Background: an optimization exercise with open tools, aiming at a short achievable clock period and few clock cycles. Do not read the settings as production practice.
In this exercise RTL edits were held to simulation tests only and were not proved equivalent to the original.
Power figures rest on the tool's default switching activity, not on a simulated workload.

==> build 33 <==
// bounded_priority_queue_fifo_tiebreak
module bounded_priority_queue_fifo_tiebreak #(
   parameter int QUEUE_DEPTH    = 16,
   parameter int VALUE_WIDTH    = 32,
   parameter int PRIORITY_WIDTH = 8
) (
   input  logic                                     clock,
   input  logic                                     reset,
   input  logic                                     req_valid,
   output logic                                     req_ready,
   input  logic                                     req_opcode,
   input  logic signed [bpq_pkg::FIELD_VALUE_W-1:0] req_in_value,
   input  logic        [bpq_pkg::FIELD_PRIO_W-1:0]  req_in_priority,
   output logic                                     rsp_valid,
   input  logic                                     rsp_ready,
   output logic        [bpq_pkg::STATUS_W-1:0]      rsp_status,
   output logic signed [bpq_pkg::FIELD_VALUE_W-1:0] rsp_out_value,
   output logic        [bpq_pkg::FIELD_PRIO_W-1:0]  rsp_out_priority,
   output logic        [bpq_pkg::FILL_W-1:0]        rsp_fill_count
);
Settings: LEC_CHECK=0, ABC_CLOCK_PERIOD_IN_PS=1500, CAP_MARGIN=20, CORE_MARGIN=2, CORE_UTILIZATION=50, CTS_CLUSTER_DIAMETER=80, CTS_CLUSTER_SIZE=22, SETUP_SLACK_MARGIN=3.3, SLEW_MARGIN=20; clock period 5.0 ns.
run.sh (not shown) runs the stock make flow with config.mk's settings and CLKGATE_MAP_FILE= SYNTH_SCRIPT=/design/flow/synth_recipe.tcl, a recipe that flattens the netlist after the stock synthesis.
==> trial 19: changes against build 33 <==
--- a/flow/config.mk
+++ b/flow/config.mk
@@ -5,11 +5,11 @@
 export SDC_FILE = /design/flow/constraint.sdc
 export NUM_CORES = 4
 export LEC_CHECK = 0
 export ABC_CLOCK_PERIOD_IN_PS = 1500
 export CAP_MARGIN = 20
 export CORE_MARGIN = 2
 export CORE_UTILIZATION = 50
-export CTS_CLUSTER_DIAMETER = 80
-export CTS_CLUSTER_SIZE = 22
+export CTS_CLUSTER_DIAMETER = 70
+export CTS_CLUSTER_SIZE = 25
 export SETUP_SLACK_MARGIN = 3.3
 export SLEW_MARGIN = 20
==> build 97: changes against build 33 <==
--- a/flow/design.v
+++ b/flow/design.v
@@ -52,39 +52,35 @@
    localparam int RW    = SW + VW + PW + FW;    
    localparam int NBUF  = 3;                    
    logic rdy;
    logic acc;
    assign acc = req_valid & rdy;
    logic          a_v;
    logic          a_op;
-   logic          a_rd;      
    logic [VW-1:0] a_val;
    logic [PW-1:0] a_pri;
    logic [D-1:0]  a_g;       
    logic          a_g_b;     
    logic          a_g_a;     
    logic [VW-1:0] b_val;
    logic [PW-1:0] b_pri;
    logic [D-1:0]  m_new, m_prev, m_keep;    
    logic [D-1:0]  p_new, p_prev, p_keep;
    logic [D-1:0][VW-1:0] q_val;
    logic [D-1:0][PW-1:0] q_pri;
    logic [D-1:0]         q_v;
    logic [D:0]           fill_oh;
-   logic [FW-1:0]        fill_push, fill_pop;
-   logic [D:0]           k_fill_oh;    
    logic [D-1:0] g;
    always_comb begin
       for (int i = 0; i < D; i++) begin
          g[i] = q_v[i] & (q_pri[i] >= req_in_priority);
       end
    end
    always_ff @(posedge clock) begin
       a_op  <= req_opcode;
-      a_rd  <= req_opcode & req_valid & ~k_fill_oh[0];
       a_val <= req_in_value;
       a_pri <= req_in_priority;
       a_g   <= g;
       a_g_b <= (b_pri >= req_in_priority);
       a_g_a <= (a_pri >= req_in_priority);
       if (reset) a_v <= 1'b0;
       else       a_v <= acc;
@@ -123,16 +119,16 @@
          if (i > 0)     g1[i] = g1[i] | (p_prev[i] & a_g[i-1]);
       end
       for (int i = 0; i < D; i++) begin
          ge[i] = (m_keep[i] & g1[i]) | (m_new[i] & a_g_a);
          if (i < D - 1) ge[i] = ge[i] | (m_next[i] & g1[i+1]);
          if (i > 0)     ge[i] = ge[i] | (m_prev[i] & g1[i-1]);
       end
-      a_push = a_v & (a_op == bpq_pkg::OP_PUSH) & ~fill_oh[D];
-      a_pop  = a_v & (a_op == bpq_pkg::OP_POP)  & ~fill_oh[0];
+      a_push = a_v & (a_op == bpq_pkg::OP_PUSH) & ~n_v[D-1];
+      a_pop  = a_v & (a_op == bpq_pkg::OP_POP)  &  n_v[0];
       for (int i = 0; i < D; i++) begin
          if (i == 0) begin
             d_new[i]  = a_push & ~ge[0];
             d_prev[i] = 1'b0;
          end else begin
             d_new[i]  = a_push & ~ge[i] &  ge[i-1];
             d_prev[i] = a_push & ~ge[i] & ~ge[i-1];
@@ -160,40 +156,39 @@
          p_new  <= m_new;
          p_prev <= m_prev;
          p_keep <= m_keep;
          q_v    <= n_v;
       end
    end
    logic [D:0]       r_fill_oh;
-   logic [FW-1:0]    k_fill_push, k_fill_pop;
    logic [SW-1:0]    r_status;
    logic [VW-1:0]    r_val;
    logic [PW-1:0]    r_pri;
    logic [FW-1:0]    r_fill;
    logic [RW-1:0]    r_all;
    always_comb begin
-      r_val     = {VW{a_rd}} & n_val[0];
-      r_pri     = {PW{a_rd}} & n_pri[0];
+      r_val     = '0;
+      r_pri     = '0;
       r_fill_oh = fill_oh;
       if (a_op == bpq_pkg::OP_PUSH) begin
-         r_status = fill_oh[D] ? bpq_pkg::STATUS_FULL : bpq_pkg::STATUS_OK;
+         r_status = n_v[D-1] ? bpq_pkg::STATUS_FULL : bpq_pkg::STATUS_OK;
          if (!fill_oh[D]) r_fill_oh = {fill_oh[D-1:0], 1'b0};
       end else begin
-         r_status = fill_oh[0] ? bpq_pkg::STATUS_EMPTY : bpq_pkg::STATUS_OK;
+         r_status = n_v[0] ? bpq_pkg::STATUS_OK : bpq_pkg::STATUS_EMPTY;
+         if (n_v[0]) begin
+            r_val  = n_val[0];
+            r_pri  = n_pri[0];
+         end
          if (!fill_oh[0]) r_fill_oh = {1'b0, fill_oh[D:1]};
       end
-      r_fill = (a_op == bpq_pkg::OP_PUSH) ? fill_push : fill_pop;
-      r_all  = {r_status, r_val, r_pri, r_fill};
-      k_fill_oh   = a_v ? r_fill_oh : fill_oh;
-      k_fill_push = FW'(D);
-      k_fill_pop  = '0;
-      for (int k = 0; k < D; k++) begin
-         k_fill_push = k_fill_oh[k]   ? FW'(k + 1) : k_fill_push;
-         k_fill_pop  = k_fill_oh[k+1] ? FW'(k)     : k_fill_pop;
-      end
+      r_fill = '0;
+      for (int k = 0; k <= D; k++) begin
+         r_fill = r_fill | ({FW{r_fill_oh[k]}} & FW'(k));
+      end
+      r_all = {r_status, r_val, r_pri, r_fill};
    end
    logic [NBUF-1:0][RW-1:0] f_data;
    logic [1:0]              f_wr, f_rd, f_rd1;
    logic [1:0]              f_cnt;
    logic                    take;
    logic [RW-1:0]           o_stay, o_step;
    logic [RW-1:0]           o_data;
@@ -205,24 +200,20 @@
    assign o_stay = (f_cnt == 2'd0) ? r_all : f_data[f_rd];
    assign o_step = (f_cnt == 2'd1) ? r_all : f_data[f_rd1];
    always_ff @(posedge clock) begin
       if (a_v) f_data[f_wr] <= r_all;
       o_data <= take ? o_step : o_stay;
       if (reset) begin
          fill_oh <= (D+1)'(1);
-         fill_push <= FW'(1);
-         fill_pop  <= '0;
          f_wr  <= 2'd0;
          f_rd  <= 2'd0;
          f_cnt <= 2'd0;
          o_v   <= 1'b0;
       end else begin
-         fill_oh   <= k_fill_oh;
-         fill_push <= k_fill_push;
-         fill_pop  <= k_fill_pop;
+         if (a_v)  fill_oh <= r_fill_oh;
          if (a_v)  f_wr <= (f_wr == 2'(NBUF - 1)) ? 2'd0 : f_wr + 2'd1;
          if (take) f_rd <= f_rd1;
          f_cnt <= f_cnt + 2'(a_v) - 2'(take);
          o_v   <= (f_cnt != 2'd0 && !(f_cnt == 2'd1 && take)) | a_v;
       end
    end
    assign held = 3'(a_v) + 3'(f_cnt);
==> flow/config.mk (replaced) <==
export PLATFORM = sky130hd
export DESIGN_NAME = bounded_priority_queue_fifo_tiebreak
export DESIGN_NICKNAME = bounded_priority_queue_fifo_tiebreak
export VERILOG_FILES = /design/flow/design.v
export SDC_FILE = /design/flow/constraint.sdc
export NUM_CORES = 4
export LEC_CHECK = 0
export ABC_CLOCK_PERIOD_IN_PS = 1500
export CAP_MARGIN = 20
export CORE_MARGIN = 2
export CORE_UTILIZATION = 61
export SETUP_SLACK_MARGIN = 3.3
export SLEW_MARGIN = 20
==> summary of the runs <==
Of build 97 and trial 19, trial 19 has the higher final cell count (gap 3.7%, measured against trial 19). The lowest via count belongs to build 33, the highest to build 97. In synthesized cell count, trial 19 and build 33 do not differ. In routed wire length, trial 19 and build 33 hardly differ. Total power: build 33 < trial 19 < build 97.
==> figures <==
item                                                            trial 19    build 33    build 97
Status                                  no timing/DRC/antenna violations  no timing/DRC/antenna violations  no timing/DRC/antenna violations
Synthesized instance count                                         5,089       5,089       5,037
Share of the cycle needed by the critical path after routing       43.5%       43.8%       43.7%
FILL cells                                                         7,651       7,782       4,726
Logic depth of the worst path, buffers included                        1           1          10
IR Drop Worst-Case VDD                                          0.263 mV    0.287 mV    0.334 mV
Number of flip-flops and latches                                   1,073       1,073       1,063
Iteration count of the initial detailed-routing pass                  13          13          14
Worst clock skew                                               0.0403 ns   0.0274 ns   0.0360 ns
Total Routed Length                                           154,000 µm  155,000 µm  165,000 µm
Area Overhead vs Synth                                             26.1%       24.5%       29.2%
Testbench counts of build 33, summed over its fixed seeds: cycles 24,016.
Testbench counts of trial 19, summed over its fixed seeds: cycles 24,016.
Testbench counts of build 97, summed over its fixed seeds: cycles 24,016.

==> port drivers added, routing unchanged <==
How much do the figures lean on ideal ports? The routed layouts below were timed once more, with nothing changed but the port constraints. Step 1 assumes that a clkbuf_16 drives the clock port and a buf_2 every other input. Step 2 also shifts input and output timing later by t, the mid clock arrival at the registers, as if the neighbouring blocks saw the same clock. Three values: ideal, step 1, step 2; two values: the first two.
run	shift t [ns]	setup slack, ns	worst setup path after step 2	pins driven straight from the clock port
build 33	0.752	2.811 / 2.749 / 2.417	input to register	1
trial 19	0.718	2.827 / 2.762 / 2.439	input to register	1
build 97	0.757	2.817 / 2.750 / 2.233	input to register	1
After both steps every run listed still meets setup and hold. For build 97, which loses most, drivers alone change the setup slack by -0.067 ns; drivers and shift together by -0.584 ns.
